From an optimization exercise on the open Yosys and OpenROAD flow, aimed at small area, a short achievable clock period and few clock cycles; shortcuts taken in it are not production practice. The RTL was checked by simulation tests, not by an equivalence proof against the original design. Power and IR drop assume default switching activity.

==> design/flow/flow/run.sh <==
#!/bin/bash
# layout flow: the standard one, except that the port buffers (every input and output port still
# gets one) are the platform's smallest plain buffer instead of the delay buffer buffer_ports picks
bash standard.sh "BUFFER_PORTS_ARGS=-buffer_cell sky130_fd_sc_hd__buf_1" finish > standard.log 2>&1
==> design/flow/standard.sh <==
#!/bin/bash
# synth_recipe.tcl (not shown) runs the flow's synth.tcl, then flattens the netlist and writes it again
# the make line also repeats each setting of config.mk as NAME=value (left out here)
make -C /OpenROAD-flow-scripts/flow DESIGN_CONFIG=/design/flow/config.mk WORK_HOME=/design/flow/orfs CLKGATE_MAP_FILE= SYNTH_SCRIPT=/design/flow/synth_recipe.tcl "${@:-finish}"
==> design/flow/config.mk <==
export PLATFORM = sky130hd
export DESIGN_NAME = modular_exponentiation
export DESIGN_NICKNAME = modular_exponentiation
export VERILOG_FILES = /design/flow/design.v
export SDC_FILE = /design/flow/constraint.sdc
export NUM_CORES = 4
export LEC_CHECK = 0
export CAP_MARGIN = 20
export CORE_MARGIN = 2
export CORE_UTILIZATION = 40
export SETUP_SLACK_MARGIN = 2.5
export SLEW_MARGIN = 20
export TNS_END_PERCENT = 100
==> design/flow/constraint.sdc <==
create_clock -name core_clock -period 7.0 [get_ports {clk}]
set_input_delay 1.4000 -clock core_clock [delete_from_list [all_inputs] [get_ports {clk}]]
set_output_delay 1.4000 -clock core_clock [all_outputs]
set_load 0.01 [all_outputs]
==> design/flow/design.v <==
`timescale 1ns / 1ps
package mexp_pkg;
	localparam int unsigned FIELD_BITS = 32;
endpackage
`timescale 1ns / 1ps
module mexp_unit #(
	parameter int W = 32
) (
	input  logic         bit_i,
	input  logic [W-1:0] r_i,
	input  logic [W-1:0] a_i,
	input  logic [W-1:0] m_i,
	output logic [W-1:0] y_o
);
	localparam int X = W + 3;
	logic [X-1:0] r2, p, nm1, nm2;
	logic [X-1:0] s1, c1, s2, c2;
	logic [X-1:0] t, x1, x2;
	assign r2  = {2'b00, r_i, 1'b0};
	assign p   = bit_i ? {3'b000, a_i} : '0;
	assign nm1 = ~{3'b000, m_i};
	assign nm2 = ~{2'b00, m_i, 1'b0};
	assign s1 = r2 ^ p ^ nm1;
	assign c1 = {((r2[X-2:0] & p[X-2:0]) | (r2[X-2:0] & nm1[X-2:0]) | (p[X-2:0] & nm1[X-2:0])), 1'b1};
	assign s2 = r2 ^ p ^ nm2;
	assign c2 = {((r2[X-2:0] & p[X-2:0]) | (r2[X-2:0] & nm2[X-2:0]) | (p[X-2:0] & nm2[X-2:0])), 1'b1};
	mexp_add u_t  (.a(r2), .b(p),  .ci(1'b0), .y(t));
	mexp_add u_x1 (.a(s1), .b(c1), .ci(1'b0), .y(x1));
	mexp_add u_x2 (.a(s2), .b(c2), .ci(1'b0), .y(x2));
	always_comb begin
		if (!x2[X-1]) begin
			y_o = x2[W-1:0];
		end else if (!x1[X-1]) begin
			y_o = x1[W-1:0];
		end else begin
			y_o = t[W-1:0];
		end
	end
endmodule
module mexp_add (
	input  logic [34:0] a,
	input  logic [34:0] b,
	input  logic        ci,
	output logic [34:0] y
);
	logic [34:0] p, g0;
	assign p = a ^ b;
	assign g0 = {a[34:1] & b[34:1], (a[0] & b[0]) | (ci & (a[0] | b[0]))};
	logic g1_1;
	assign g1_1 = g0[1] | (p[1] & g0[0]);
	logic g1_3;
	assign g1_3 = g0[3] | (p[3] & g0[2]);
	logic p1_3;
	assign p1_3 = p[3] & p[2];
	logic g1_5;
	assign g1_5 = g0[5] | (p[5] & g0[4]);
	logic p1_5;
	assign p1_5 = p[5] & p[4];
	logic g1_7;
	assign g1_7 = g0[7] | (p[7] & g0[6]);
	logic p1_7;
	assign p1_7 = p[7] & p[6];
	logic g1_9;
	assign g1_9 = g0[9] | (p[9] & g0[8]);
	logic p1_9;
	assign p1_9 = p[9] & p[8];
	logic g1_11;
	assign g1_11 = g0[11] | (p[11] & g0[10]);
	logic p1_11;
	assign p1_11 = p[11] & p[10];
	logic g1_13;
	assign g1_13 = g0[13] | (p[13] & g0[12]);
	logic p1_13;
	assign p1_13 = p[13] & p[12];
	logic g1_15;
	assign g1_15 = g0[15] | (p[15] & g0[14]);
	logic p1_15;
	assign p1_15 = p[15] & p[14];
	logic g1_17;
	assign g1_17 = g0[17] | (p[17] & g0[16]);
	logic p1_17;
	assign p1_17 = p[17] & p[16];
	logic g1_19;
	assign g1_19 = g0[19] | (p[19] & g0[18]);
	logic p1_19;
	assign p1_19 = p[19] & p[18];
	logic g1_21;
	assign g1_21 = g0[21] | (p[21] & g0[20]);
	logic p1_21;
	assign p1_21 = p[21] & p[20];
	logic g1_23;
	assign g1_23 = g0[23] | (p[23] & g0[22]);
	logic p1_23;
	assign p1_23 = p[23] & p[22];
	logic g1_25;
	assign g1_25 = g0[25] | (p[25] & g0[24]);
	logic p1_25;
	assign p1_25 = p[25] & p[24];
	logic g1_27;
	assign g1_27 = g0[27] | (p[27] & g0[26]);
	logic p1_27;
	assign p1_27 = p[27] & p[26];
	logic g1_29;
	assign g1_29 = g0[29] | (p[29] & g0[28]);
	logic p1_29;
	assign p1_29 = p[29] & p[28];
	logic g1_31;
	assign g1_31 = g0[31] | (p[31] & g0[30]);
	logic p1_31;
	assign p1_31 = p[31] & p[30];
	logic g1_33;
	assign g1_33 = g0[33] | (p[33] & g0[32]);
	logic p1_33;
	assign p1_33 = p[33] & p[32];
	logic g2_2;
	assign g2_2 = g0[2] | (p[2] & g1_1);
	logic g2_3;
	assign g2_3 = g1_3 | (p1_3 & g1_1);
	logic g2_6;
	assign g2_6 = g0[6] | (p[6] & g1_5);
	logic p2_6;
	assign p2_6 = p[6] & p1_5;
	logic g2_7;
	assign g2_7 = g1_7 | (p1_7 & g1_5);
	logic p2_7;
	assign p2_7 = p1_7 & p1_5;
	logic g2_10;
	assign g2_10 = g0[10] | (p[10] & g1_9);
	logic p2_10;
	assign p2_10 = p[10] & p1_9;
	logic g2_11;
	assign g2_11 = g1_11 | (p1_11 & g1_9);
	logic p2_11;
	assign p2_11 = p1_11 & p1_9;
	logic g2_14;
	assign g2_14 = g0[14] | (p[14] & g1_13);
	logic p2_14;
	assign p2_14 = p[14] & p1_13;
	logic g2_15;
	assign g2_15 = g1_15 | (p1_15 & g1_13);
	logic p2_15;
	assign p2_15 = p1_15 & p1_13;
	logic g2_18;
	assign g2_18 = g0[18] | (p[18] & g1_17);
	logic p2_18;
	assign p2_18 = p[18] & p1_17;
	logic g2_19;
	assign g2_19 = g1_19 | (p1_19 & g1_17);
	logic p2_19;
	assign p2_19 = p1_19 & p1_17;
	logic g2_22;
	assign g2_22 = g0[22] | (p[22] & g1_21);
	logic p2_22;
	assign p2_22 = p[22] & p1_21;
	logic g2_23;
	assign g2_23 = g1_23 | (p1_23 & g1_21);
	logic p2_23;
	assign p2_23 = p1_23 & p1_21;
	logic g2_26;
	assign g2_26 = g0[26] | (p[26] & g1_25);
	logic p2_26;
	assign p2_26 = p[26] & p1_25;
	logic g2_27;
	assign g2_27 = g1_27 | (p1_27 & g1_25);
	logic p2_27;
	assign p2_27 = p1_27 & p1_25;
	logic g2_30;
	assign g2_30 = g0[30] | (p[30] & g1_29);
	logic p2_30;
	assign p2_30 = p[30] & p1_29;
	logic g2_31;
	assign g2_31 = g1_31 | (p1_31 & g1_29);
	logic p2_31;
	assign p2_31 = p1_31 & p1_29;
	logic g2_34;
	assign g2_34 = g0[34] | (p[34] & g1_33);
	logic p2_34;
	assign p2_34 = p[34] & p1_33;
	logic g3_4;
	assign g3_4 = g0[4] | (p[4] & g2_3);
	logic g3_5;
	assign g3_5 = g1_5 | (p1_5 & g2_3);
	logic g3_6;
	assign g3_6 = g2_6 | (p2_6 & g2_3);
	logic g3_7;
	assign g3_7 = g2_7 | (p2_7 & g2_3);
	logic g3_12;
	assign g3_12 = g0[12] | (p[12] & g2_11);
	logic p3_12;
	assign p3_12 = p[12] & p2_11;
	logic g3_13;
	assign g3_13 = g1_13 | (p1_13 & g2_11);
	logic p3_13;
	assign p3_13 = p1_13 & p2_11;
	logic g3_14;
	assign g3_14 = g2_14 | (p2_14 & g2_11);
	logic p3_14;
	assign p3_14 = p2_14 & p2_11;
	logic g3_15;
	assign g3_15 = g2_15 | (p2_15 & g2_11);
	logic p3_15;
	assign p3_15 = p2_15 & p2_11;
	logic g3_20;
	assign g3_20 = g0[20] | (p[20] & g2_19);
	logic p3_20;
	assign p3_20 = p[20] & p2_19;
	logic g3_21;
	assign g3_21 = g1_21 | (p1_21 & g2_19);
	logic p3_21;
	assign p3_21 = p1_21 & p2_19;
	logic g3_22;
	assign g3_22 = g2_22 | (p2_22 & g2_19);
	logic p3_22;
	assign p3_22 = p2_22 & p2_19;
	logic g3_23;
	assign g3_23 = g2_23 | (p2_23 & g2_19);
	logic p3_23;
	assign p3_23 = p2_23 & p2_19;
	logic g3_28;
	assign g3_28 = g0[28] | (p[28] & g2_27);
	logic p3_28;
	assign p3_28 = p[28] & p2_27;
	logic g3_29;
	assign g3_29 = g1_29 | (p1_29 & g2_27);
	logic p3_29;
	assign p3_29 = p1_29 & p2_27;
	logic g3_30;
	assign g3_30 = g2_30 | (p2_30 & g2_27);
	logic p3_30;
	assign p3_30 = p2_30 & p2_27;
	logic g3_31;
	assign g3_31 = g2_31 | (p2_31 & g2_27);
	logic p3_31;
	assign p3_31 = p2_31 & p2_27;
	logic g4_8;
	assign g4_8 = g0[8] | (p[8] & g3_7);
	logic g4_9;
	assign g4_9 = g1_9 | (p1_9 & g3_7);
	logic g4_10;
	assign g4_10 = g2_10 | (p2_10 & g3_7);
	logic g4_11;
	assign g4_11 = g2_11 | (p2_11 & g3_7);
	logic g4_12;
	assign g4_12 = g3_12 | (p3_12 & g3_7);
	logic g4_13;
	assign g4_13 = g3_13 | (p3_13 & g3_7);
	logic g4_14;
	assign g4_14 = g3_14 | (p3_14 & g3_7);
	logic g4_15;
	assign g4_15 = g3_15 | (p3_15 & g3_7);
	logic g4_24;
	assign g4_24 = g0[24] | (p[24] & g3_23);
	logic p4_24;
	assign p4_24 = p[24] & p3_23;
	logic g4_25;
	assign g4_25 = g1_25 | (p1_25 & g3_23);
	logic p4_25;
	assign p4_25 = p1_25 & p3_23;
	logic g4_26;
	assign g4_26 = g2_26 | (p2_26 & g3_23);
	logic p4_26;
	assign p4_26 = p2_26 & p3_23;
	logic g4_27;
	assign g4_27 = g2_27 | (p2_27 & g3_23);
	logic p4_27;
	assign p4_27 = p2_27 & p3_23;
	logic g4_28;
	assign g4_28 = g3_28 | (p3_28 & g3_23);
	logic p4_28;
	assign p4_28 = p3_28 & p3_23;
	logic g4_29;
	assign g4_29 = g3_29 | (p3_29 & g3_23);
	logic p4_29;
	assign p4_29 = p3_29 & p3_23;
	logic g4_30;
	assign g4_30 = g3_30 | (p3_30 & g3_23);
	logic p4_30;
	assign p4_30 = p3_30 & p3_23;
	logic g4_31;
	assign g4_31 = g3_31 | (p3_31 & g3_23);
	logic p4_31;
	assign p4_31 = p3_31 & p3_23;
	logic g5_16;
	assign g5_16 = g0[16] | (p[16] & g4_15);
	logic g5_17;
	assign g5_17 = g1_17 | (p1_17 & g4_15);
	logic g5_18;
	assign g5_18 = g2_18 | (p2_18 & g4_15);
	logic g5_19;
	assign g5_19 = g2_19 | (p2_19 & g4_15);
	logic g5_20;
	assign g5_20 = g3_20 | (p3_20 & g4_15);
	logic g5_21;
	assign g5_21 = g3_21 | (p3_21 & g4_15);
	logic g5_22;
	assign g5_22 = g3_22 | (p3_22 & g4_15);
	logic g5_23;
	assign g5_23 = g3_23 | (p3_23 & g4_15);
	logic g5_24;
	assign g5_24 = g4_24 | (p4_24 & g4_15);
	logic g5_25;
	assign g5_25 = g4_25 | (p4_25 & g4_15);
	logic g5_26;
	assign g5_26 = g4_26 | (p4_26 & g4_15);
	logic g5_27;
	assign g5_27 = g4_27 | (p4_27 & g4_15);
	logic g5_28;
	assign g5_28 = g4_28 | (p4_28 & g4_15);
	logic g5_29;
	assign g5_29 = g4_29 | (p4_29 & g4_15);
	logic g5_30;
	assign g5_30 = g4_30 | (p4_30 & g4_15);
	logic g5_31;
	assign g5_31 = g4_31 | (p4_31 & g4_15);
	logic g6_32;
	assign g6_32 = g0[32] | (p[32] & g5_31);
	logic g6_33;
	assign g6_33 = g1_33 | (p1_33 & g5_31);
	logic g6_34;
	assign g6_34 = g2_34 | (p2_34 & g5_31);
	assign y[0] = p[0] ^ ci;
	assign y[1] = p[1] ^ g0[0];
	assign y[2] = p[2] ^ g1_1;
	assign y[3] = p[3] ^ g2_2;
	assign y[4] = p[4] ^ g2_3;
	assign y[5] = p[5] ^ g3_4;
	assign y[6] = p[6] ^ g3_5;
	assign y[7] = p[7] ^ g3_6;
	assign y[8] = p[8] ^ g3_7;
	assign y[9] = p[9] ^ g4_8;
	assign y[10] = p[10] ^ g4_9;
	assign y[11] = p[11] ^ g4_10;
	assign y[12] = p[12] ^ g4_11;
	assign y[13] = p[13] ^ g4_12;
	assign y[14] = p[14] ^ g4_13;
	assign y[15] = p[15] ^ g4_14;
	assign y[16] = p[16] ^ g4_15;
	assign y[17] = p[17] ^ g5_16;
	assign y[18] = p[18] ^ g5_17;
	assign y[19] = p[19] ^ g5_18;
	assign y[20] = p[20] ^ g5_19;
	assign y[21] = p[21] ^ g5_20;
	assign y[22] = p[22] ^ g5_21;
	assign y[23] = p[23] ^ g5_22;
	assign y[24] = p[24] ^ g5_23;
	assign y[25] = p[25] ^ g5_24;
	assign y[26] = p[26] ^ g5_25;
	assign y[27] = p[27] ^ g5_26;
	assign y[28] = p[28] ^ g5_27;
	assign y[29] = p[29] ^ g5_28;
	assign y[30] = p[30] ^ g5_29;
	assign y[31] = p[31] ^ g5_30;
	assign y[32] = p[32] ^ g5_31;
	assign y[33] = p[33] ^ g6_32;
	assign y[34] = p[34] ^ g6_33;
endmodule
`timescale 1ns / 1ps
module modular_exponentiation #(
	parameter int OPERAND_BITS = 32
) (
	input  logic        clk,
	input  logic        arst_n,
	input  logic        s_tvalid,
	output logic        s_tready,
	input  logic [95:0] s_tdata,
	output logic        m_tvalid,
	input  logic        m_tready,
	output logic [31:0] m_tdata,
	output logic        m_tuser
);
	localparam int W = OPERAND_BITS;
	typedef enum logic [2:0] {
		S_IDLE = 3'd0,
		S_CHK  = 3'd1,
		S_SKIP = 3'd2,
		S_RUN  = 3'd3,
		S_FRST = 3'd6,
		S_DONE = 3'd4,
		S_OUT  = 3'd5
	} seq_state_t;
	seq_state_t   state_q;
	logic [W-1:0] mod_q;
	logic [W-1:0] acc_q;
	logic [W-1:0] r_q;
	logic         bit_q;
	logic         sq_q;
	logic [4:0]   cnt_q;
	logic [4:0]   eidx_q;
	logic         err_q;
	logic [W-1:0] in_b;
	logic [W-1:0] in_e;
	logic [W-1:0] step;
	logic         ebit;
	logic         last;
	assign in_b = s_tdata[31:0];
	assign in_e = s_tdata[63:32];
	assign ebit = in_e[eidx_q];
	assign last = (cnt_q == 5'd0);
	mexp_unit #(
		.W(W)
	) u_unit (
		.bit_i(bit_q),
		.r_i  (r_q),
		.a_i  (acc_q),
		.m_i  (mod_q),
		.y_o  (step)
	);
	always_ff @(posedge clk) begin
		mod_q <= s_tdata[95:64];
	end
	always_ff @(posedge clk or negedge arst_n) begin
		if (!arst_n) begin
			state_q <= S_IDLE;
		end else begin
			unique case (state_q)
				S_IDLE: begin
					if (s_tvalid) begin
						state_q <= S_CHK;
					end
				end
				S_CHK: begin
					if (mod_q == '0 || in_e == '0) begin
						state_q <= S_DONE;
					end else begin
						state_q <= S_SKIP;
					end
				end
				S_SKIP: begin
					if (ebit) begin
						state_q <= S_FRST;
					end
				end
				S_FRST: begin
					state_q <= S_RUN;
				end
				S_RUN: begin
					if (last) begin
						if (!(sq_q && ebit) && eidx_q == 5'd0) begin
							state_q <= S_DONE;
						end else begin
							state_q <= S_FRST;
						end
					end
				end
				S_DONE: begin
					state_q <= S_OUT;
				end
				S_OUT: begin
					if (m_tready) begin
						state_q <= s_tvalid ? S_CHK : S_IDLE;
					end
				end
				default: begin
					state_q <= S_IDLE;
				end
			endcase
		end
	end
	always_ff @(posedge clk) begin
		if (state_q == S_RUN) begin
			r_q <= step;
		end else if (state_q == S_FRST && (sq_q ? acc_q[W-1] : in_b[W-1])) begin
			r_q <= acc_q;
		end else begin
			r_q <= '0;
		end
	end
	always_ff @(posedge clk) begin
		unique case (state_q)
			S_CHK: begin
				err_q  <= (mod_q == '0);
				acc_q  <= (mod_q == '0) ? W'(0) : W'(1);
				eidx_q <= 5'd31;
			end
			S_SKIP: begin
				sq_q  <= 1'b0;
				if (!ebit) begin
					eidx_q <= eidx_q - 5'd1;
				end
			end
			S_FRST: begin
				cnt_q <= 5'd30;
				bit_q <= sq_q ? acc_q[W-2] : in_b[W-2];
			end
			S_RUN: begin
				if (!last) begin
					cnt_q <= cnt_q - 5'd1;
					bit_q <= sq_q ? acc_q[cnt_q - 5'd1] : in_b[cnt_q - 5'd1];
				end else begin
					acc_q <= step;
					if (sq_q && ebit) begin
						sq_q  <= 1'b0;
					end else begin
						sq_q   <= 1'b1;
						eidx_q <= eidx_q - 5'd1;
					end
				end
			end
			default: begin
			end
		endcase
	end
	assign s_tready = (state_q == S_DONE);
	assign m_tvalid = (state_q == S_OUT);
	assign m_tdata  = acc_q;
	assign m_tuser  = err_q;
endmodule
==> results of run 1 <==
power breakdown:
group	leakage (uW)	internal (uW)	switching, uW
sequential	0.000976	886	233
clock	0.000132	250	288
combinational	0.00442	1800	2470
synth_stat cells (all sizes together), types with 3 or more instances:
cell | instances | area share (%)
a2111oi | 3 | 0.30
a211oi | 17 | 1.2
a21bo | 3 | 0.28
a21o | 63 | 4.4
a21oi | 86 | 4.1
a22oi | 3 | 0.21
a31o | 3 | 0.25
a31oi | 9 | 0.53
and2 | 22 | 1.3
and3 | 12 | 0.70
buf | 13 | 0.68
clkbuf | 20 | 0.70
dfrtp | 3 | 0.70
dfxtp | 64 | 12
edfxtp | 45 | 13
fa | 72 | 13
ha | 94 | 11
inv | 149 | 5.2
mux2 | 3 | 0.32
mux2i | 9 | 0.84
mux4 | 29 | 6.1
nand2 | 92 | 3.2
nand2b | 8 | 0.47
nand3 | 12 | 0.56
nand3b | 4 | 0.28
nand4 | 11 | 0.64
nor2 | 63 | 2.2
nor2b | 6 | 0.35
nor3 | 15 | 0.70
nor4 | 16 | 0.93
o211ai | 15 | 1.1
o21a | 8 | 0.56
o21ai | 41 | 1.9
o21bai | 5 | 0.35
o22ai | 4 | 0.23
o31ai | 5 | 0.35
or2 | 4 | 0.23
or3 | 4 | 0.23
xnor2 | 42 | 3.5
xor2 | 39 | 3.2
path summary, 6_finish.rpt:
check / end / startpoint
setup / recovery: acc_q[0] / bit_q
hold / removal: r_q[23] / acc_q[23]
setup reg to reg: acc_q[0] / bit_q
hold reg to reg: r_q[23] / acc_q[23]
max in group asynchronous: state_q[1] / arst_n
min in group asynchronous: state_q[0] / arst_n
through the flow:
step,setup slack [ns],hold slack (ns),area (um^2)
6_report,2.64,0.543,12100
5_1_grt,2.46,0.578,12100
4_1_cts,2.49,0.548,12000
3_5_place_dp,1.56,0.529,11600
3_3_place_gp,1.71,0.504,11600
2_1_floorplan,2.97,0.541,10700
sequential cells by signal, indices dropped and copies added (netlist names):
| register | count |
|---|---|
| cnt_q | 5 |
| state_q | 3 |
| r_q | 32 |
| bit_q | 1 |
| sq_q | 1 |
| acc_q | 32 |
| err_q | 1 |
| eidx_q | 5 |
| mod_q | 32 |
final cells by class:
type	count	area, um^2
multi-input cells	845	7450
clock inverters	7	62.6
well taps	335	419
fillers	2531	14100
repair buffers	151	654
clock buffers	9	225
flip-flops and latches	112	2710
inverters	149	559
cell families after synthesis:
kind of cell	after synthesis	share of synthesized area (%)
AO/OA/AOI/OAI	282	17.4
XOR/XNOR	81	6.69
adder cells (fa/ha/maj)	167	24.5
buffers and inverters	182	6.60
flip-flops	112	25.3
multiplexers	41	7.25
AND/OR/NAND/NOR	273	12.2
layer usage:
metal | share of wire (%) | up-vias
met3 | 4.9 | 49
met2 | 47 | 254
met1 | 46 | 4248
li1 | - | 4269
met5 | 0 | -
met4 | 2.8 | 0
repair_timing:
action / CTS / global route
hold buffers: 0 / 0
gates cloned: 1 / 0
setup buffers: 8 / 1
pin swaps: 2 / 2
resized for setup: 7 / 17
endpoints found under the setup margin: 64 / 61
==> metrics.md, run 1 <==
| Metric | Value |
|---|---|
| GRT Total Usage | 23.2% |
| CTS tree | built |
| Leading cell types in the layout, fill and taps excluded | 149 x inv_1, 134 x buf_1, 93 x ha_1 |
| Setup TNS | 0 ns |
| Initial Util | 40.9% |
| CTS Buf Count | 9 |
| Met2 GRT Util | between 30% and 40% |
| Max_cap viols | 0 |
| Critical Path AT | around 4.5 ns |
| Asr flop ratio synth | 2.68% |
| CTS clock-pin slew for the worst setup and hold paths | 0.09 ns |
| DRC viols | 0 |
| Vias per cell | around 5.5 |
| Register area share after synthesis | about 25% |
| Unrepaired setup endpoints after global routing | yes |
| Gr busiest metal | met2 |
| Number of global-route vias before repair | 8814 |
| Final Power | 5920 uW |
| Number of I/O pins | between 100 and 150 |
| N_diodes | 0 |
| CTS Buffer Depth | 2 |
| IO Port Bufs | roughly 130 |
| Final Util | 46.1% |
| Die Area | 28100 um^2 |
| GR Layer Usage met3 | 2.88% |
| Clock Latency Late Sink | 0.37 ns |
| Final setup fails | 0 |
| First-pass GRT wire length | 50100 um |
| Routed WL | between 30000 and 40000 um |
| Final std cells w/o fill | around 1600 |
| Core ar. | between 20000 and 30000 um^2 |
| Top cell by count, worst path | a21o_1 |
| Top delay family on crit path | compound AO/OA/AOI/OAI gates |
| Crit-path slowest cell | fa_1 |
| #FFs+latches synth | 112 |
| Max Clk Rate | between 200 and 250 MHz |
| Max stage delay on crit path | 0.50 ns |
| Final ANT Viol Nets | 0 |
| DR vias | slightly below 9000 |
| Crit end category | flop |
| Most used DFF post-synth | dfxtp_1 |
| Dpl hpwl | 25400 um |
| Share of cells above drive strength 1 | ~8.1% |
| Fin crit share | 62.3% |
| Initial DRC Count | roughly 600 |
| Max Fanout on Critical Path | 19 |
| Clk sink count | ~110 |
| Placed cell count | between 1500 and 2000 |
| Final clock skew | 0.00898 ns |
| # rows | 59 |
| Rel. slew slack | 26.1% |
| Slew Viols, Final | 0 |
| VDD IR max | approximately 0.18 mV |
| Slew at the pin with the worst max-slew slack | between 1 and 1.5 ns |
| Critical path buffer and inverter count | 4 |
| Worst setup SP type | flop |
| Reg2Reg Depth | 16 |
| Ys Warns | 2 |
| Placer congestion estimate | between 0.8 and 0.9 |
| Synthesized area | between 10000 and 15000 um^2 |
| Crit path required time | between 7 and 8 ns |
| CP cell instances | buf_12 > buf_4 > nand2_1 > fa_1 > inv_1 > ha_1 > a21o_1 > a21o_1 > a221o_1 > a221oi_4 > a21oi_4 > a31o_4 > buf_6 > nor2_2 > mux2i_1 > o21a_1 |
| Avg Cell Area, Syn | ~9.4 um^2 |
| Min-Delay Path Depth | 1 |
| Met1 Track Usage GR | a little under a third |
| Tmin final | between 4 and 5 ns |
| Final Hold Viols | 0 |
| Area growth syn-to-layout | 12.8% |
| R2r setup slk | around 2.6 ns |
| TritonRoute pass-1 iters | 5 |
| Root cell of the clock tree | clkbuf_16 |
| Die width | ~170 um |
| Power per cell area | roughly 490 nW/um^2 |
| WL/cell | roughly 20 um |
| Hold Crit Class | flop to flop |
| Outcome | timing/DRC/antenna clean |
| Leakage | 0.00552 uW |
| Initial antenna violation count | 0 |
| Post-synth EDFFs | 45 |
| Post-Synthesis Cells | 1138 |
| Die H | approximately 170 um |
| Commonest non-fill, non-tap cell in the layout | inv_1 |
| Synthesized Nets | approximately 1400 |
| Htree depth | 3 |
| Instance count on the critical path | 16 |
| Critical path class | flop to flop |
| Final #Nets | approximately 1500 |
| Gr ovfl total | 0 |
| Cell variety after synth | a little under 70 |
| Largest net degree at the start of global routing | 39 |
Testbench counts, summed over its fixed seeds: cycles 282,571.
==> run 2: changes to the inputs <==
--- a/design/flow/config.mk
+++ b/design/flow/config.mk
@@ -9,4 +9,4 @@
 export CORE_MARGIN = 2
-export CORE_UTILIZATION = 40
-export SETUP_SLACK_MARGIN = 2.5
+export CORE_UTILIZATION = 55
+export SETUP_SLACK_MARGIN = 2.75
 export SLEW_MARGIN = 20
==> metrics.md, run 2 <==
| Metric | Value |
|---|---|
| Top flop regs | acc_q: 32 flops, mod_q: 32 flops, r_q: 32 flops |
| Final clock skew | a little over 0.01 ns |
| TritonRoute pass-1 iters | 5 |
| Synth top cells by count | 149 x inv_1, 94 x ha_1, 91 x nand2_1 |
| Clk pwr share | 8.6% |
| Initial DRC Count | approximately 540 |
| Leading cell types in the layout, fill and taps excluded | 148 x inv_1, 134 x buf_1, 88 x nand2_1, 88 x ha_1, 72 x fa_1 |
| Worst R2R Start | bit_q |
| Setup ws final | roughly 2.8 ns |
| Dpl hpwl | 22800 um |
| Clock Latency Late Sink | between 0.3 and 0.4 ns |
| Placed cell count | 1514 |
| Post-Synthesis Cells | approximately 1100 |
| Die H | approximately 140 um |
| Asr flop ratio synth | under 10% |
| Post-synth EDFFs | 45 |
| Hold Crit Class | flop to flop |
| Vias per cell | ~5.8 |
| Worst setup SP type | flop |
| Net Switching | 3180 uW |
| Cell variety after synth | slightly below 70 |
| Placer congestion estimate | roughly 0.90 |
| Die width | between 100 and 150 um |
| Final std cells w/o fill | approximately 1600 |
| CTS Buf Count | 9 |
| Setup TNS | 0 ns |
| DR vias | between 9000 and 10000 |
| Internal power | 3310 uW |
| Comb power frac | around three quarters |
| CTS tree | built |
| Avg Cell Area, Syn | ~9.4 um^2 |
| Leakage | between 0.005 and 0.006 uW |
| Max Clk Rate | about 240 MHz |
| DRC viols | 0 |
| Count leader, synth | inv_1 |
| Crit end category | flop |
| Initial Util | ~56% |
| Critical path class | flop to flop |
| CTS Buffer Depth | 2 |
| Sw Share | 49.0% |
| Worst Setup SP | bit_q |
| Sequential Power Share | approximately 17% |
| Tmin final | between 4 and 5 ns |
| Slew at the pin with the worst max-slew slack | around 0.99 ns |
| Routed WL | 30900 um |
| Largest net degree at the start of global routing | 39 |
| Power per cell area | just over 500 nW/um^2 |
| WL/cell | between 15 and 20 um |
| Final #Nets | 1561 |
| Final setup fails | 0 |
| Rel. slew slack | about a third |
| VDD IR max | 0.278 mV |
| CTS clock-pin slew for the worst setup and hold paths | around 0.08 ns |
| #FFs+latches synth | roughly 110 |
| Fin crit share | about 60% |
| Top cells by area, synth | fa_1 13%, edfxtp_1 13%, dfxtp_1 12% |
| Critical Path AT | 4.44 ns |
| Synthesized Nets | around 1400 |
| Final Util | roughly two thirds |
| Register area share after synthesis | roughly a quarter |
| Post-place setup slack | around 1.3 ns |
| # rows | 51 |
| Largest area contributor in the netlist | fa_1 |
| Final ANT Viol Nets | 0 |
| Area growth syn-to-layout | 17.9% |
| Cts hold-fix bufs | 0 |
| Synthesized area | between 10000 and 15000 um^2 |
| IO Port Bufs | approximately 130 |
| Top cell type's share of synthesized area | between 10% and 20% |
| Slew Viols, Final | 0 |
| Clk sink count | 112 |
| Ys Warns | 2 |
| N_diodes | 0 |
| Core ar. | slightly below 20000 um^2 |
| Max Fanout on Critical Path | 8 |
| Number of I/O pins | approximately 140 |
| Unrepaired setup endpoints after global routing | yes |
| Crit path required time | 7.23 ns |
| Final Hold Viols | 0 |
| Hold path start | acc_q[24] |
| Commonest non-fill, non-tap cell in the layout | inv_1 |
| Root cell of the clock tree | clkbuf_16 |
| Outcome | timing/DRC/antenna clean |
| GRT Total Usage | between 20% and 30% |
| Share of cells above drive strength 1 | a little over an eighth |
| Die Area | between 20000 and 25000 um^2 |
| Htree depth | 3 |
| Number of global-route vias before repair | around 8400 |
| Max_cap viols | 0 |
| Gr ovfl total | 0 |
| First-pass GRT wire length | 45700 um |
| Most used DFF post-synth | dfxtp_1 |
| Initial antenna violation count | 0 |
==> run 2: cell count changes in the layout (fill, tap and decap cells not counted), sizes merged <==
cell,before,now
clkbuf,9,14
bufinv,0,1
buf,151,174
inv,152,151
clkinv,1,2
clkinvlp,3,1
==> run 2: area by class of cell <==
| class | instances | area (um^2) |
|---|---|---|
| clock buffer | 10 | 239 |
| clock inverter | 6 | 66.3 |
| fill | 1663 | 6640 |
| inverter | 149 | 559 |
| multi-input combinational | 845 | 7720 |
| sequential | 112 | 2710 |
| tap | 265 | 332 |
| timing repair buffer | 178 | 1010 |
==> run 2: final timing paths <==
kind | slack (ns) | to | cells past startpoint
min in group asynchronous | 0.82 | state_q[1] | 1
worst max register to register | 2.79 | acc_q[1] | 18
worst min register to register | 0.54 | r_q[24] | 1
worst max-delay path | 2.79 | acc_q[1] | 18
worst min-delay path | 0.54 | r_q[24] | 1
max in group asynchronous | 6.04 | state_q[0] | 1
==> run 2: logic make-up (layout without fill, tap and decap cells) <==
logic type | count (synthesis) | after routing | synth area share [%]
compound gates | 282 | 283 | 17.4
simple gates | 273 | 273 | 12.2
buf+inv | 182 | 343 | 6.60
fa+ha+maj | 167 | 167 | 24.5
flops | 112 | 112 | 25.3
xor+xnor | 81 | 81 | 6.69
mux | 41 | 41 | 7.25
==> run 2: power groups by stage <==
stage               clock network (uW)  registers (uW)  logic (uW)
floorplan                            0            1020        3110
global route                       586            1110        5310
detailed placement                   0            1110        4020
CTS                                564            1090        4270
finish                             558            1090        4840
global placement                     0            1110        4000
==> run 2: what timing repair did <==
action / in CTS / in global routing
buffers inserted: 10 / 20
resized for setup: 26 / 74
cloned: 1 / 4
setup endpoints to repair: 64 / 64
pin swaps: 6 / 26
==> run 2: worst max-delay path, cell delays in order (launching register included) <==
cell      delay, ns
edfxtp_1       0.44
buf_12         0.18
buf_12         0.14
and2_4         0.15
fa_1           0.54
ha_4           0.23
a21o_1         0.15
a21o_1         0.18
a21o_1         0.20
a221o_1        0.36
a221oi_2       0.32
a21oi_2        0.11
buf_4          0.15
a31oi_4        0.19
buf_12         0.16
buf_12         0.13
nor2_2         0.03
o311a_1        0.31
nor2_1         0.09
==> run 2: metrics by stage <==
step                      hold WS (ns)  instance area (um^2)  power, uW
after global placement           0.515                 11500       5120
after CTS                        0.538                 12000       5920
after detailed placement         0.519                 11500       5140
after global routing             0.557                 12600       7010
after floorplan                  0.541                 10700       4130
final                            0.538                 12600       6490
==> run 2: per-layer routing <==
layer	routed length [um]	GRT usage (%)	vias to the layer above
li1	-	-	4306
met1	13800	41.6	4407
met2	14300	46.7	313
met3	2090	4.27	52
met4	818	9.60	0
met5	0	0	-
==> run 3: changes to the inputs <==
--- a/design/flow/config.mk
+++ b/design/flow/config.mk
@@ -10,3 +10,3 @@
 export CORE_UTILIZATION = 55
-export SETUP_SLACK_MARGIN = 2.75
+export SETUP_SLACK_MARGIN = 2.5
 export SLEW_MARGIN = 20
==> metrics.md, run 3 <==
| Metric | Value |
|---|---|
| Synth top cells by count | 149 x inv_1, 94 x ha_1, 91 x nand2_1 |
| Critical path class | flop to flop |
| DR vias | ~8800 |
| Max stage delay on crit path | between 0.4 and 0.5 ns |
| R2r setup slk | ~2.7 ns |
| Critical path buffer and inverter count | 4 |
| Outcome | timing/DRC/antenna clean |
| Most used DFF post-synth | dfxtp_1 |
| TritonRoute pass-1 iters | 5 |
| N_diodes | 0 |
| Crit-path slowest cell | fa_1 |
| Final instance area | around 12000 um^2 |
| #FFs+latches synth | between 100 and 150 |
| Share of cells above drive strength 1 | 8.69% |
| Register Area | about 2700 um^2 |
| Top cell by count, worst path | a21o_1 |
| Worst R2R Start | bit_q |
| Dpl cell area | about 12000 um^2 |
| Htree depth | 3 |
| Count leader, synth | inv_1 |
| IO Port Bufs | between 100 and 150 |
| Final clock skew | 0.0107 ns |
| Crit path required time | roughly 7.3 ns |
| GRT Total Usage | between 20% and 30% |
| Top cells by area, synth | fa_1 13%, edfxtp_1 13%, dfxtp_1 12% |
| Final std cells w/o fill | 1543 |
| Largest net degree at the start of global routing | 39 |
| Final Power | about 6000 uW |
| Top delay family on crit path | compound AO/OA/AOI/OAI gates |
| Top cell type's share of synthesized area | around 13% |
| Leakage | 0.00558 uW |
| Unrepaired setup endpoints after global routing | no |
| Critical Path AT | around 4.6 ns |
| CTS Buf Count | 9 |
| Asr flop ratio synth | ~2.7% |
| Dpl hpwl | roughly 23000 um |
| Gr ovfl total | 0 |
| Crit end category | flop |
| WL/cell | around 19 um |
| Worst setup SP type | flop |
| Ys Warns | 2 |
| CTS tree | built |
| Fin crit share | approximately three fifths |
| CTS clock-pin slew for the worst setup and hold paths | roughly 0.080 ns |
| Max Fanout on Critical Path | 18 |
| Final Util | between 60% and 70% |
| Slew Viols, Final | 0 |
| Area growth syn-to-layout | 12.9% |
| Placer congestion estimate | roughly 0.9 |
| Placed cell count | approximately 1500 |
| Reg2Reg Depth | 17 |
| Post-synth EDFFs | 45 |
| Tmin final | roughly 4.3 ns |
| Power per cell area | between 400 and 500 nW/um^2 |
| Synthesized Nets | approximately 1400 |
| FILL cells | around 1700 |
| Largest area contributor in the netlist | fa_1 |
| Final ANT Viol Nets | 0 |
| Reg-to-reg endpoint | r_q[29] |
| Max_cap viols | 0 |
| Initial Util | around 56% |
| CP cell instances | buf_12 > buf_6 > and2_2 > fa_1 > ha_1 > a21o_1 > a21o_1 > a21o_1 > a221o_1 > a221oi_4 > a21oi_2 > a31o_4 > buf_4 > buf_12 > a21oi_1 > a21oi_1 > a21o_1 |
| Core ar. | slightly below 20000 um^2 |
| Avg Cell Area, Syn | approximately 9.4 um^2 |
| Final #Nets | 1539 |
| Worst Setup SP | bit_q |
| Top flop regs | acc_q: 32 flops, mod_q: 32 flops, r_q: 32 flops |
| Rel. slew slack | 35.2% |
| Register area share after synthesis | between 20% and 30% |
| Final Hold Viols | 0 |
| Clk sink count | 112 |
| Leading cell types in the layout, fill and taps excluded | 149 x inv_1, 134 x buf_1, 93 x ha_1 |
| Area of the multi-input gates | around 7500 um^2 |
| DRC viols | 0 |
| Root cell of the clock tree | clkbuf_16 |
| Cell variety after synth | 69 |
| Number of I/O pins | 135 |
| Commonest non-fill, non-tap cell in the layout | inv_1 |
| Final setup fails | 0 |
| Die width | around 140 um |
| Post-Synthesis Cells | 1138 |
| Setup TNS | 0 ns |
| Die H | approximately 140 um |
| Initial antenna violation count | 0 |
| CTS Buffer Depth | 2 |
| Initial DRC Count | approximately 510 |
| VDD IR max | around 0.26 mV |
| Hold Crit Class | flop to flop |
| Instance count on the critical path | 17 |
| Synthesized area | 10700 um^2 |
| # rows | 51 |
| First-pass GRT wire length | around 45000 um |
| Max Clk Rate | about 230 MHz |
| Clock Latency Late Sink | between 0.3 and 0.4 ns |
| Die Area | about 20000 um^2 |
| Slew at the pin with the worst max-slew slack | a little under 1 ns |
| Vias per cell | around 5.7 |
| Routed WL | slightly below 30000 um |
| Number of global-route vias before repair | 8316 |
| Capture point of the worst path | r_q[29] |
-- run 3: changes by cell type in the layout (fill, tap and decap cells not counted), moves of 5 or more --
cell / delta
a21oi_1: +12
a211oi_1: +5
buf_4: -11
o21ai_0: +5
ha_1: +5
a21oi_2: -11
-- run 3: metal layers --
| layer | global-route usage [%] | wire length (um) | vias up |
|---|---|---|---|
| met3 | 5.20 | 2040 | 47 |
| met5 | 0 | 0 | - |
| met1 | 41.0 | 13300 | 4208 |
| met4 | 9.60 | 736 | 0 |
| li1 | - | - | 4268 |
| met2 | 46.3 | 13500 | 278 |
-- run 3: metrics by stage --
stage               setup slack, ns  hold slack (ns)
floorplan                      2.97            0.541
global placement               1.40            0.515
detailed placement             1.35            0.519
CTS                            2.55            0.538
global route                   2.49            0.557
finish                         2.71            0.533
-- run 3: how the worst min path moves through the flow --
stage | cells after the start | end | start | slack, ns
4_1_cts | 1 | r_q[23] | acc_q[23] | 0.54
5_1_grt | 1 | r_q[24] | acc_q[24] | 0.56
3_3_place_gp | 1 | r_q[25] | acc_q[25] | 0.52
2_1_floorplan | 2 | r_q[18] | acc_q[18] | 0.54
6_report | 1 | r_q[24] | acc_q[24] | 0.53
3_5_place_dp | 1 | r_q[23] | acc_q[23] | 0.52
-- run 3: cell families after synthesis --
kind of cell | Yosys count | share of synthesized area, %
AO/OA/AOI/OAI | 282 | 17.4
AND/OR/NAND/NOR | 273 | 12.2
buffers and inverters | 182 | 6.60
adder cells (fa/ha/maj) | 167 | 24.5
flip-flops | 112 | 25.3
XOR/XNOR | 81 | 6.69
multiplexers | 41 | 7.25
-- run 3: final cells by class --
| type | count | area share [%] |
|---|---|---|
| Multi-Input combinational cell | 845 | 61.9 |
| Clock buffer | 10 | 1.98 |
| Inverter | 149 | 4.63 |
| Timing Repair Buffer | 156 | 5.83 |
| Clock inverter | 6 | 0.548 |
| Sequential cell | 112 | 22.4 |
| Tap cell | 265 | 2.74 |
-- run 3: power breakdown --
part / internal, uW / total [uW] / switching (uW)
clock network: 290 / 551 / 261
logic: 1850 / 4340 / 2490
registers: 886 / 1080 / 199
total: 3020 / 5970 / 2950
-- run 3: repair_timing --
item | CTS | global route
setup endpoints to repair | 64 | 62
cloned | 1 | 0
hold buffers | 0 | 0
pin swaps | 2 | 2
gates resized for setup | 9 | 22
endpoints found under the hold margin | 0 | 0
setup buffers | 7 | 5
==> run 4: changes to the inputs <==
--- a/design/flow/config.mk
+++ b/design/flow/config.mk
@@ -9,4 +9,4 @@
 export CORE_MARGIN = 2
-export CORE_UTILIZATION = 55
-export SETUP_SLACK_MARGIN = 2.5
+export CORE_UTILIZATION = 40
+export SETUP_SLACK_MARGIN = 2.25
 export SLEW_MARGIN = 20
==> metrics.md, run 4 <==
| Metric | Value |
|---|---|
| CP cell instances | buf_6 > and2_1 > fa_1 > ha_1 > a21o_1 > a21o_1 > a21o_1 > a221o_1 > a221oi_2 > a21oi_2 > a31o_2 > buf_6 > nor2_2 > mux2i_1 > o21a_1 |
| Synth top cells by count | 149 x inv_1, 94 x ha_1, 91 x nand2_1 |
| Power per cell area | around 490 nW/um^2 |
| Commonest non-fill, non-tap cell in the layout | inv_1 |
| Max_cap viols | 0 |
| Hold path start | acc_q[23] |
| Die H | between 150 and 200 um |
| TritonRoute pass-1 iters | 4 |
| Dpl hpwl | ~25000 um |
| DRC viols | 0 |
| Crit-path slowest cell | edfxtp_1 |
| Initial DRC Count | 596 |
| Register Area | between 2000 and 3000 um^2 |
| Clock Latency Late Sink | approximately 0.38 ns |
| Cell variety after synth | slightly below 70 |
| Htree depth | 3 |
| Asr flop ratio synth | roughly 2.7% |
| Count leader, synth | inv_1 |
| Setup TNS | 0 ns |
| Top flop regs | acc_q: 32 flops, mod_q: 32 flops, r_q: 32 flops |
| Top cell type's share of synthesized area | a little over an eighth |
| Area of the multi-input gates | 7370 um^2 |
| Largest net degree at the start of global routing | 39 |
| Unrepaired setup endpoints after global routing | yes |
| GRT Total Usage | 23.2% |
| Leakage | roughly 0.0055 uW |
| Worst R2R Start | bit_q |
| Synthesized Nets | about 1400 |
| Crit path required time | approximately 7.1 ns |
| Placer congestion estimate | just under 0.9 |
| Die width | 168 um |
| FILL cells | 2540 |
| Max Fanout on Critical Path | 19 |
| Root cell of the clock tree | clkbuf_16 |
| Crit end category | flop |
| Worst setup SP type | flop |
| CTS Buffer Depth | 2 |
| Most used DFF post-synth | dfxtp_1 |
| Initial Util | between 40% and 50% |
| CTS clock-pin slew for the worst setup and hold paths | roughly 0.090 ns |
| Top cell by count, worst path | a21o_1 |
| Fin crit share | about two thirds |
| VDD IR max | 0.191 mV |
| Gr ovfl total | 0 |
| Worst hold margin | 0.546 ns |
| Die Area | 28100 um^2 |
| Number of global-route vias before repair | ~8800 |
| # rows | a little under 60 |
| Max Clk Rate | ~220 MHz |
| First-pass GRT wire length | roughly 50000 um |
| Leading cell types in the layout, fill and taps excluded | 149 x inv_1, 134 x buf_1, 94 x ha_1 |
| Final setup fails | 0 |
| Avg Cell Area, Syn | around 9.4 um^2 |
| Hold Crit Class | flop to flop |
| DR vias | 8823 |
| Core ar. | about 26000 um^2 |
| Top cells by area, synth | fa_1 13%, edfxtp_1 13%, dfxtp_1 12% |
| Critical Path AT | ~4.7 ns |
| Area growth syn-to-layout | 12.1% |
| Largest area contributor in the netlist | fa_1 |
| Worst Setup SP | bit_q |
| Critical path class | flop to flop |
| Final #Nets | 1534 |
| Register area share after synthesis | about a quarter |
| CTS tree | built |
| Initial antenna violation count | 0 |
| Slew at the pin with the worst max-slew slack | approximately 1.1 ns |
| Final clock skew | 0.00887 ns |
| Post-synth EDFFs | 45 |
| Share of cells above drive strength 1 | 7.54% |
| Slew Viols, Final | 0 |
| Clk sink count | ~110 |
| Final ANT Viol Nets | 0 |
| Max stage delay on crit path | 0.44 ns |
| Rel. slew slack | 26.4% |
| IO Port Bufs | roughly 130 |
| Number of I/O pins | approximately 140 |
| N_diodes | 0 |
| Vias per cell | 5.49 |
| CTS Buf Count | 9 |
| Outcome | timing/DRC/antenna clean |
| Post-Synthesis Cells | 1138 |
| Synthesized area | approximately 11000 um^2 |
| #FFs+latches synth | about 110 |
| Routed WL | 31900 um |
| Final Hold Viols | 0 |
| Ys Warns | 2 |
| Tmin final | 4.54 ns |
| WL/cell | 19.9 um |
==> run 4: cell counts after synthesis <==
No cell type changed its count.
==> run 4: cell type report <==
cell class	instances	share of cell area, %
Timing Repair Buffer	151	5.45
Clock buffer	9	1.88
Multi-Input combinational cell	845	61.4
Sequential cell	112	22.6
Clock inverter	7	0.521
Inverter	149	4.66
Tap cell	335	3.49
==> run 4: per-stage QoR <==
| step | cell area [um^2] | total power [uW] | worst slack [ns] | cells | util (%) |
|---|---|---|---|---|---|
| after global routing | 12000 | 6380 | 2.23 | 1608 | 45.8 |
| after detailed placement | 11600 | 5150 | 1.56 | 1582 | 44.2 |
| after floorplan | 10700 | 4130 | 2.97 | 1138 | - |
| final | 12000 | 5870 | 2.46 | 1608 | 45.8 |
| after global placement | 11600 | 5110 | 1.71 | 1582 | 44.2 |
| after CTS | 12000 | 5810 | 2.26 | 1605 | 45.6 |
==> run 4: timing repair <==
action	CTS	global route
gates resized for setup	2	8
buffers inserted	6	3
hold buffers	0	0
setup endpoints to repair	64	44
pin swaps	1	1
cloned	1	0
==> run 4: worst max-delay path: cells and delay by family, from the launching register on <==
kind            cells  cell delay (ns)
buf+inv             2             0.45
mux                 1             0.12
compound gates      8             2.08
flops               1             0.44
fa+ha+maj           2             0.81
simple gates        2             0.39
==> run 4: where the power goes <==
part	internal [uW]	total (uW)	switching [uW]
logic	1780	4210	2430
registers	886	1120	233
clock network	250	537	287
==> run 4: kinds of logic (layout without fill, tap and decap cells) <==
logic type / Yosys count / in the layout / share of synthesized area [%]
buffers and inverters: 182 / 316 / 6.60
adder cells (fa/ha/maj): 167 / 167 / 24.5
multiplexers: 41 / 41 / 7.25
AO/OA/AOI/OAI: 282 / 283 / 17.4
flip-flops: 112 / 112 / 25.3
XOR/XNOR: 81 / 81 / 6.69
AND/OR/NAND/NOR: 273 / 273 / 12.2
==> run 4: worst paths after layout <==
| check | endpoint | slack, ns | cells after the start |
|---|---|---|---|
| max in group asynchronous | state_q[1] | 6.01 | 1 |
| min in group asynchronous | state_q[0] | 0.82 | 1 |
| hold / removal | r_q[23] | 0.55 | 1 |
| setup / recovery | acc_q[0] | 2.46 | 15 |
| setup reg to reg | acc_q[0] | 2.46 | 15 |
| hold reg to reg | r_q[23] | 0.55 | 1 |
==> run 4: routing by layer <==
metal / GRT usage [%] / share of wire, % / up-vias
li1: - / - / 4266
met1: 31.6 / 46 / 4281
met2: 38.6 / 47 / 229
met3: 2.88 / 4.2 / 47
met4: 7.22 / 2.7 / 0
met5: 0 / 0 / -
==> run 5: changes to the inputs <==
--- a/design/flow/config.mk
+++ b/design/flow/config.mk
@@ -10,3 +10,3 @@
 export CORE_UTILIZATION = 40
-export SETUP_SLACK_MARGIN = 2.25
+export SETUP_SLACK_MARGIN = 2.6
 export SLEW_MARGIN = 20
==> metrics.md, run 5 <==
| Metric | Value |
|---|---|
| Outcome | timing/DRC/antenna clean |
| Count leader, synth | inv_1 |
| Crit-path slowest cell | fa_1 |
| Root cell of the clock tree | clkbuf_16 |
| Max stage delay on crit path | approximately 0.5 ns |
| CP cell instances | buf_8 > and2_4 > fa_1 > ha_2 > a21o_1 > a21o_1 > a21o_1 > a221o_1 > a221oi_2 > a21oi_2 > a31o_4 > buf_4 > buf_4 > nand4_1 > o21ai_0 |
| Number of global-route vias before repair | ~9000 |
| Placer congestion estimate | 0.889 |
| Rel. slew slack | roughly a quarter |
| Post-Synthesis Cells | ~1100 |
| Initial Util | ~41% |
| Max Clk Rate | between 200 and 250 MHz |
| Clk sink count | around 110 |
| Initial antenna violation count | 0 |
| Top flop regs | acc_q: 32 flops, mod_q: 32 flops, r_q: 32 flops |
| Critical Path AT | ~4.4 ns |
| Htree depth | 3 |
| Max Fanout on Critical Path | 12 |
| Tmin final | ~4.3 ns |
| Final instance area | 12100 um^2 |
| Clock Latency Late Sink | 0.37 ns |
| Asr flop ratio synth | approximately 2.7% |
| Gr busiest metal | met2 |
| Synth Area in Simple Gates | around an eighth |
| Number of I/O pins | approximately 140 |
| Crit path required time | 7.12 ns |
| Initial DRC Count | 587 |
| Top delay family on crit path | compound AO/OA/AOI/OAI gates |
| Avg Cell Area, Syn | approximately 9.4 um^2 |
| Commonest non-fill, non-tap cell in the layout | inv_1 |
| Vias per cell | 5.48 |
| Top cells by area, synth | fa_1 13%, edfxtp_1 13%, dfxtp_1 12% |
| Final setup fails | 0 |
| Post-synthesis mux area share | 7.25% |
| Met2 GRT Util | around 38% |
| Largest family of logic cells by synthesized area | adder cells |
| Leading cell types in the layout, fill and taps excluded | 149 x inv_1, 134 x buf_1, 93 x ha_1 |
| First-pass GRT wire length | roughly 50000 um |
| GR Layer Usage met3 | under 10% |
| Dpl cell area | about 12000 um^2 |
| Adder-cell share of the synthesized area | between 20 and 25% |
| Hold Crit Class | flop to flop |
| Synth top cells by count | 149 x inv_1, 94 x ha_1, 91 x nand2_1 |
| Final ANT Viol Nets | 0 |
| Crit end category | flop |
| Critical path buffer and inverter count | 3 |
| N_diodes | 0 |
| Post-Synth XOR/XNOR Area | roughly 6.7% |
| Most used DFF post-synth | dfxtp_1 |
| Die width | around 170 um |
| DRC viols | 0 |
| Top cell type's share of synthesized area | between 10 and 15% |
| Largest area contributor in the netlist | fa_1 |
| Power per cell area | ~490 nW/um^2 |
| Top cell by count, worst path | a21o_1 |
| Post-place setup slack | roughly 1.6 ns |
| Worst setup SP type | flop |
| Max_cap viols | 0 |
| Area growth syn-to-layout | 13.2% |
| Leakage | 0.00554 uW |
| Synthesized Nets | around 1400 |
| FILL cells | between 2000 and 3000 |
| R2r setup slk | about 2.7 ns |
| Setup TNS | 0 ns |
| Unrepaired setup endpoints after global routing | yes |
| Synthesized area | around 11000 um^2 |
| #FFs+latches synth | roughly 110 |
| Core ar. | 26200 um^2 |
| WL/cell | 19.9 um |
| Setup ws final | about 2.7 ns |
| Slew at the pin with the worst max-slew slack | 1.14 ns |
| Ys Warns | 2 |
| Cell variety after synth | 69 |
| Share of cells above drive strength 1 | ~8.5% |
| VDD IR max | ~0.19 mV |
| Die Area | approximately 28000 um^2 |
| Final Util | between 40% and 50% |
| # rows | between 50 and 60 |
| Routed WL | 32000 um |
| CTS Buffer Depth | 2 |
| GRT Total Usage | about 23% |
| DR vias | 8834 |
| CTS clock-pin slew for the worst setup and hold paths | roughly 0.09 ns |
| Met1 Track Usage GR | approximately a third |
| TritonRoute pass-1 iters | 5 |
| Final clock skew | between 0.008 and 0.009 ns |
| Register area share after synthesis | 25.3% |
| Critical path class | flop to flop |
| Final Hold Viols | 0 |
| Dpl hpwl | 25400 um |
| Synth Area in Compound Gates | about 17% |
| Die H | about 170 um |
| Final #Nets | about 1500 |
| Fin crit share | between 60% and 70% |
| IO Port Bufs | about 130 |
| Gr ovfl total | 0 |
| Largest net degree at the start of global routing | 39 |
| Slew Viols, Final | 0 |
| Post-synth EDFFs | 45 |
| CTS tree | built |
| CTS Buf Count | 9 |
[run 5: layout make-up]
type	instances	area, um^2	share of cell area (%)
Multi-Input combinational cell	845	7470	61.6
Inverter	149	559	4.61
Tap cell	335	419	3.46
Clock buffer	9	225	1.86
Clock inverter	7	62.6	0.516
Sequential cell	112	2710	22.3
Timing Repair Buffer	154	681	5.62
[run 5: cells by family after synthesis]
family | Yosys count
AOI/OAI and AO/OA | 282
xor gates and xnor gates | 81
adders and majority gates | 167
buffers and inverters | 182
DFF | 112
muxes | 41
and+or+nand+nor | 273
[run 5: layer usage]
layer  share of wire [%]  vias up  wire length (um)
met5                   0        -                 0
met4                 2.8        0               893
met3                 4.4       47              1420
met2                  47      229             15000
met1                  46     4284             14700
li1                    -     4274                 -
[run 5: path summary, 6_finish.rpt]
kind                            startpoint          to  cells after the start
worst max-delay path                 bit_q   acc_q[28]                     15
worst max register to register       bit_q   acc_q[28]                     15
max in group asynchronous           arst_n  state_q[1]                      1
min in group asynchronous           arst_n  state_q[0]                      1
worst min-delay path             acc_q[23]     r_q[23]                      1
worst min register to register   acc_q[23]     r_q[23]                      1
[run 5: power by group]
group / total (uW) / internal (uW) / switching, uW
clock network: 538 / 250 / 288
registers: 1120 / 886 / 234
logic: 4290 / 1820 / 2470
[run 5: stage by stage]
step	total power, uW	hold slack, ns	cells
2_1_floorplan	4130	0.541	1138
3_3_place_gp	5110	0.504	1582
3_5_place_dp	5150	0.529	1582
6_report	5950	0.542	1611
4_1_cts	5860	0.548	1608
5_1_grt	6460	0.578	1611
[run 5: repair_timing]
action                     in CTS  in global routing
cloned                          1                  0
pin swaps                       3                  6
setup endpoints to repair      64                 58
buffers inserted                9                  3
resized for setup              11                 20
hold buffers                    0                  0
==> run 6: changes to the inputs <==
--- a/design/flow/config.mk
+++ b/design/flow/config.mk
@@ -9,3 +9,3 @@
 export CORE_MARGIN = 2
-export CORE_UTILIZATION = 40
+export CORE_UTILIZATION = 55
 export SETUP_SLACK_MARGIN = 2.6
==> metrics.md, run 6 <==
| Metric | Value |
|---|---|
| Outcome | timing/DRC/antenna clean |
| Worst R2R Start | bit_q |
| Asr flop ratio synth | around 2.7% |
| Number of global-route vias before repair | around 8300 |
| Count leader, synth | inv_1 |
| Post-Synthesis Cells | 1138 |
| Ys Warns | 2 |
| First-pass GRT wire length | approximately 45000 um |
| Min-Delay Path Depth | 1 |
| Final Hold Viols | 0 |
| Leakage | between 0.005 and 0.006 uW |
| Dpl hpwl | about 23000 um |
| IO Port Bufs | ~130 |
| Cts hold-fix bufs | 0 |
| CTS clock-pin slew for the worst setup and hold paths | approximately 0.08 ns |
| Final #Nets | about 1600 |
| Clk sink count | roughly 110 |
| Fin crit share | 61.3% |
| Gr busiest metal | met2 |
| Hold path start | acc_q[24] |
| R2r setup slk | approximately 2.7 ns |
| Root cell of the clock tree | clkbuf_16 |
| Gr ovfl total | 0 |
| N_diodes | 0 |
| Reg2Reg Depth | 19 |
| Placer congestion estimate | between 0.9 and 1 |
| Met2 GRT Util | 46.5% |
| Top cells by area, synth | fa_1 13%, edfxtp_1 13%, dfxtp_1 12% |
| Power per cell area | around 500 nW/um^2 |
| Routed WL | between 30000 and 40000 um |
| Most used DFF post-synth | dfxtp_1 |
| GR Layer Usage met3 | under 10% |
| Number of I/O pins | 135 |
| Critical path class | flop to flop |
| Setup TNS | 0 ns |
| Hold Crit Class | flop to flop |
| Die Area | a little over 20000 um^2 |
| Die H | ~140 um |
| Register area share after synthesis | between 20% and 30% |
| Final setup fails | 0 |
| Final clock skew | 0.0120 ns |
| GRT Total Usage | between 20% and 30% |
| Slew at the pin with the worst max-slew slack | 0.976 ns |
| Final std cells w/o fill | 1558 |
| Avg Cell Area, Syn | between 9 and 10 um^2 |
| Max Clk Rate | 233 MHz |
| Top flop regs | acc_q: 32 flops, mod_q: 32 flops, r_q: 32 flops |
| Core ar. | 19300 um^2 |
| DR vias | between 8000 and 9000 |
| Die width | approximately 140 um |
| Dpl cell area | around 12000 um^2 |
| TritonRoute pass-1 iters | 7 |
| Synthesized Nets | 1404 |
| Hold Path End | r_q[24] |
| Leading cell types in the layout, fill and taps excluded | 149 x inv_1, 134 x buf_1, 90 x nand2_1 |
| Synthesized area | 10700 um^2 |
| Final ANT Viol Nets | 0 |
| Slew Viols, Final | 0 |
| Cell variety after synth | 69 |
| # rows | 51 |
| Final instance area | roughly 12000 um^2 |
| Reg-to-reg endpoint | acc_q[1] |
| Initial DRC Count | 570 |
| Commonest non-fill, non-tap cell in the layout | inv_1 |
| VDD IR max | roughly 0.20 mV |
| Met1 Track Usage GR | 40.9% |
| CTS tree | built |
| Placed cell count | around 1500 |
| Synth top cells by count | 149 x inv_1, 94 x ha_1, 91 x nand2_1 |
| Clock Latency Late Sink | roughly 0.37 ns |
| Crit path required time | slightly above 7 ns |
| #FFs+latches synth | between 100 and 150 |
| DRC viols | 0 |
| Share of cells above drive strength 1 | between 10% and 20% |
| Rel. slew slack | a little over a third |
| Htree depth | 3 |
| WL/cell | approximately 20 um |
| CTS Buffer Depth | 2 |
| Initial Util | around 56% |
| Area growth syn-to-layout | 15.4% |
| Max Fanout on Critical Path | 8 |
| Vias per cell | 5.73 |
| Tmin final | approximately 4.3 ns |
| Post-synth EDFFs | 45 |
| Largest net degree at the start of global routing | 39 |
| Worst setup SP type | flop |
| Unrepaired setup endpoints after global routing | no |
| Top cell type's share of synthesized area | 13.5% |
| Largest area contributor in the netlist | fa_1 |
| Max_cap viols | 0 |
| Crit end category | flop |
| Critical Path AT | 4.39 ns |
| CTS Buf Count | 9 |
| Initial antenna violation count | 0 |
[run 6: cell count changes in the layout (fill, tap and decap cells not counted), sizes merged]
cell / before / now
clkinv: 1 / 2
clkbuf: 9 / 13
clkinvlp: 3 / 1
bufinv: 0 / 1
inv: 152 / 151
buf: 154 / 168
[run 6: power by group]
| part | switching, uW | internal [uW] | total [uW] |
|---|---|---|---|
| logic | 2570 | 1980 | 4550 |
| registers | 201 | 886 | 1090 |
| clock network | 266 | 290 | 557 |
[run 6: worst max-delay path by stage]
stage / startpoint / end
2_1_floorplan: bit_q / acc_q[2]
3_3_place_gp: bit_q / acc_q[11]
3_5_place_dp: bit_q / acc_q[11]
4_1_cts: bit_q / acc_q[1]
5_1_grt: bit_q / acc_q[1]
6_report: bit_q / acc_q[1]
[run 6: per-layer routing]
metal | vias to the layer above | share of wire (%)
met3 | 48 | 7.6
met2 | 290 | 46
met4 | 0 | 2.5
met1 | 4293 | 44
met5 | - | 0
li1 | 4293 | -
[run 6: per-stage QoR]
step | utilization (%) | hold slack (ns) | worst slack [ns] | power, uW
after global routing | 64.1 | 0.557 | 2.53 | 6720
after floorplan | - | 0.541 | 2.97 | 4130
final | 64.1 | 0.536 | 2.71 | 6190
after CTS | 62.1 | 0.538 | 2.63 | 5860
after detailed placement | 59.7 | 0.519 | 1.35 | 5140
after global placement | 59.7 | 0.515 | 1.40 | 5120
[run 6: cell families after synthesis]
group | count (synthesis) | synth area share [%]
flip-flops | 112 | 25.3
adder cells (fa/ha/maj) | 167 | 24.5
AO/OA/AOI/OAI | 282 | 17.4
AND/OR/NAND/NOR | 273 | 12.2
XOR/XNOR | 81 | 6.69
multiplexers | 41 | 7.25
buffers and inverters | 182 | 6.60
[run 6: what timing repair did]
action / in CTS / in global routing
setup endpoints to repair: 64 / 63
pin swaps: 3 / 14
buffers inserted: 12 / 12
gates cloned: 1 / 3
gates resized for setup: 10 / 46
[run 6: worst max-delay path, stage by stage, from the launching register on]
cell       delay (ns)
edfxtp_1         0.44
buf_12           0.18
buf_12           0.14
and2_4           0.17
fa_1             0.55
ha_4             0.32
nand4_1          0.17
o21bai_1         0.28
nor4b_4          0.08
buf_4            0.17
a2111oi_4        0.33
a221oi_2         0.08
a21oi_2          0.18
buf_4            0.15
a31oi_4          0.13
buf_6            0.17
clkbuf_16        0.16
nand3_2          0.05
o311a_1          0.19
nor2_1           0.05
[run 6: layout make-up]
| type | count | area, um^2 |
|---|---|---|
| multi-input combinational | 845 | 7570 |
| fill | 1700 | 6910 |
| sequential | 112 | 2710 |
| timing repair buffer | 171 | 886 |
| inverter | 149 | 559 |
| tap | 265 | 332 |
| clock buffer | 10 | 239 |
| clock inverter | 6 | 66.3 |
==> run 7: changes to the inputs <==
--- a/design/flow/config.mk
+++ b/design/flow/config.mk
@@ -9,4 +9,4 @@
 export CORE_MARGIN = 2
-export CORE_UTILIZATION = 55
-export SETUP_SLACK_MARGIN = 2.6
+export CORE_UTILIZATION = 40
+export SETUP_SLACK_MARGIN = 2.7
 export SLEW_MARGIN = 20
==> metrics.md, run 7 <==
| Metric | Value |
|---|---|
| Post-place setup slack | about 1.6 ns |
| Min-Delay Path Depth | 1 |
| Outcome | timing/DRC/antenna clean |
| Die H | around 170 um |
| Unrepaired setup endpoints after global routing | yes |
| CTS clock-pin slew for the worst setup and hold paths | roughly 0.080 ns |
| CTS Buf Count | 9 |
| Placer congestion estimate | about 0.89 |
| Register area share after synthesis | between 20% and 30% |
| Worst setup SP type | flop |
| GRT Total Usage | 23.2% |
| Vias per cell | around 5.5 |
| Initial antenna violation count | 0 |
| R2r setup slk | 2.86 ns |
| Worst R2R Start | bit_q |
| CTS tree | built |
| Share of cells above drive strength 1 | a little under a tenth |
| Die width | 168 um |
| #FFs+latches synth | about 110 |
| Number of I/O pins | 135 |
| DR vias | approximately 9000 |
| Largest net degree at the start of global routing | 39 |
| Core ar. | 26200 um^2 |
| Rel. slew slack | approximately 24% |
| Post-synth EDFFs | 45 |
| Critical path class | flop to flop |
| DRC viols | 0 |
| Gr ovfl total | 0 |
| Ys Warns | 2 |
| Leading cell types in the layout, fill and taps excluded | 149 x inv_1, 134 x buf_1, 93 x ha_1 |
| Register Area | between 2000 and 3000 um^2 |
| First-pass GRT wire length | about 50000 um |
| Final ANT Viol Nets | 0 |
| Clk sink count | 112 |
| FILL cells | roughly 2500 |
| Post-Synthesis Cells | 1138 |
| Final clock skew | 0.00776 ns |
| Leakage | about 0.0055 uW |
| Reg2Reg Depth | 15 |
| Area growth syn-to-layout | 13.7% |
| Synthesized Nets | ~1400 |
| Max Fanout on Critical Path | 19 |
| Synthesized area | around 11000 um^2 |
| Number of global-route vias before repair | 8843 |
| Dpl hpwl | roughly 25000 um |
| Setup ws final | ~2.9 ns |
| Htree depth | 3 |
| Metal-1 WL | 14500 um |
| Largest area contributor in the netlist | fa_1 |
| Critical Path AT | around 4.3 ns |
| Commonest non-fill, non-tap cell in the layout | inv_1 |
| Crit path required time | 7.14 ns |
| CTS Buffer Depth | 2 |
| Area of the multi-input gates | around 7500 um^2 |
| IO Port Bufs | between 100 and 150 |
| Die Area | between 20000 and 30000 um^2 |
| Max Clk Rate | roughly 240 MHz |
| Slew Viols, Final | 0 |
| N_diodes | 0 |
| Clock Latency Late Sink | about 0.38 ns |
| Most used DFF post-synth | dfxtp_1 |
| Hold Crit Class | flop to flop |
| Fin crit share | 59.2% |
| Top flop regs | acc_q: 32 flops, mod_q: 32 flops, r_q: 32 flops |
| Final #Nets | 1535 |
| Top Metal Used | met4 |
| Synth top cells by count | 149 x inv_1, 94 x ha_1, 91 x nand2_1 |
| Slew at the pin with the worst max-slew slack | 1.14 ns |
| Tmin final | 4.14 ns |
| Initial Util | slightly above 40% |
| Setup TNS | 0 ns |
| Reg-to-reg endpoint | acc_q[0] |
| Max_cap viols | 0 |
| Root cell of the clock tree | clkbuf_16 |
| Final Hold Viols | 0 |
| Hold path start | acc_q[23] |
| Final setup fails | 0 |
| Routed WL | approximately 32000 um |
| Crit end category | flop |
| WL/cell | a little under 20 um |
| TritonRoute pass-1 iters | 5 |
| Initial DRC Count | ~570 |
| Power per cell area | about 500 nW/um^2 |
| VDD IR max | ~0.23 mV |
| Count leader, synth | inv_1 |
| Met2 wire len | between 10000 and 15000 um |
| Final Power | about 6000 uW |
| Top cells by area, synth | fa_1 13%, edfxtp_1 13%, dfxtp_1 12% |
| Top cell type's share of synthesized area | a little over an eighth |
| Asr flop ratio synth | approximately 2.7% |
| # rows | 59 |
| Hold Path End | r_q[23] |
| Avg Cell Area, Syn | approximately 9.4 um^2 |
| Met3 routed WL | 1550 um |
| Cell variety after synth | a little under 70 |
## run 7: cell counts after synthesis
No cell type changed its count.
## run 7: worst max-delay path: stages (launching register included)
cell,delay [ns]
edfxtp_1,0.48
buf_8,0.20
and2_4,0.16
fa_1,0.49
ha_2,0.30
a21o_1,0.16
a21o_1,0.19
a21o_1,0.21
a221o_1,0.38
a221oi_2,0.34
a21oi_2,0.15
a31o_4,0.26
buf_12,0.17
nor2_4,0.12
mux2i_1,0.11
o21a_1,0.17
## run 7: kinds of logic after synthesis
group           synth area share, %
simple gates                   12.2
fa+ha+maj                      24.5
mux                            7.25
xor+xnor                       6.69
buf+inv                        6.60
compound gates                 17.4
flops                          25.3
## run 7: how the worst max path moves through the flow
| stage | from | endpoint | slack, ns |
|---|---|---|---|
| after floorplan | bit_q | acc_q[2] | 2.97 |
| after global placement | bit_q | acc_q[16] | 1.71 |
| after detailed placement | bit_q | acc_q[21] | 1.56 |
| after CTS | bit_q | acc_q[21] | 2.69 |
| after global routing | bit_q | acc_q[31] | 2.67 |
| final | bit_q | acc_q[0] | 2.86 |
## run 7: where the power goes
group          switching (uW)  internal (uW)  leakage [uW]  total (uW)
Clock                     288            250      0.000132         537
Combinational            2500           1860       0.00444        4360
Sequential                234            886      0.000976        1120
Total                    3020           2990       0.00554        6010
## run 7: stage by stage
step / hold slack (ns) / instances / utilization [%] / instance area, um^2
5_1_grt: 0.578 / 1609 / 46.5 / 12200
3_3_place_gp: 0.504 / 1582 / 44.2 / 11600
3_5_place_dp: 0.529 / 1582 / 44.2 / 11600
2_1_floorplan: 0.541 / 1138 / - / 10700
6_report: 0.543 / 1609 / 46.5 / 12200
4_1_cts: 0.548 / 1609 / 45.9 / 12000
## run 7: layout make-up
type	instances	share of cell area, %
inverters	149	4.59
well taps	335	3.44
multi-input cells	845	61.7
clock buffers	9	1.85
repair buffers	152	5.70
flip-flops and latches	112	22.2
clock inverters	7	0.514
## run 7: routing by layer
| layer | vias to the layer above | global-route usage (%) |
|---|---|---|
| met5 | - | 0 |
| met4 | 0 | 7.71 |
| met3 | 47 | 2.88 |
| met2 | 251 | 38.5 |
| met1 | 4304 | 31.5 |
| li1 | 4267 | - |
## run 7: timing repair
action                                  4_1_cts  5_1_grt
setup buffers                                10        0
gates cloned                                  1        0
endpoints found under the setup margin       64       63
resized for setup                            12       35
hold buffers                                  0        0
pin swaps                                     4        7

Setup slack of run 7, layout unchanged: 2.857 ns with ideal ports, 2.857 ns with driving cells assumed (clock clkbuf_16, inputs buf_2), 2.857 ns with port delays also shifted by the 0.419 ns mid clock arrival.
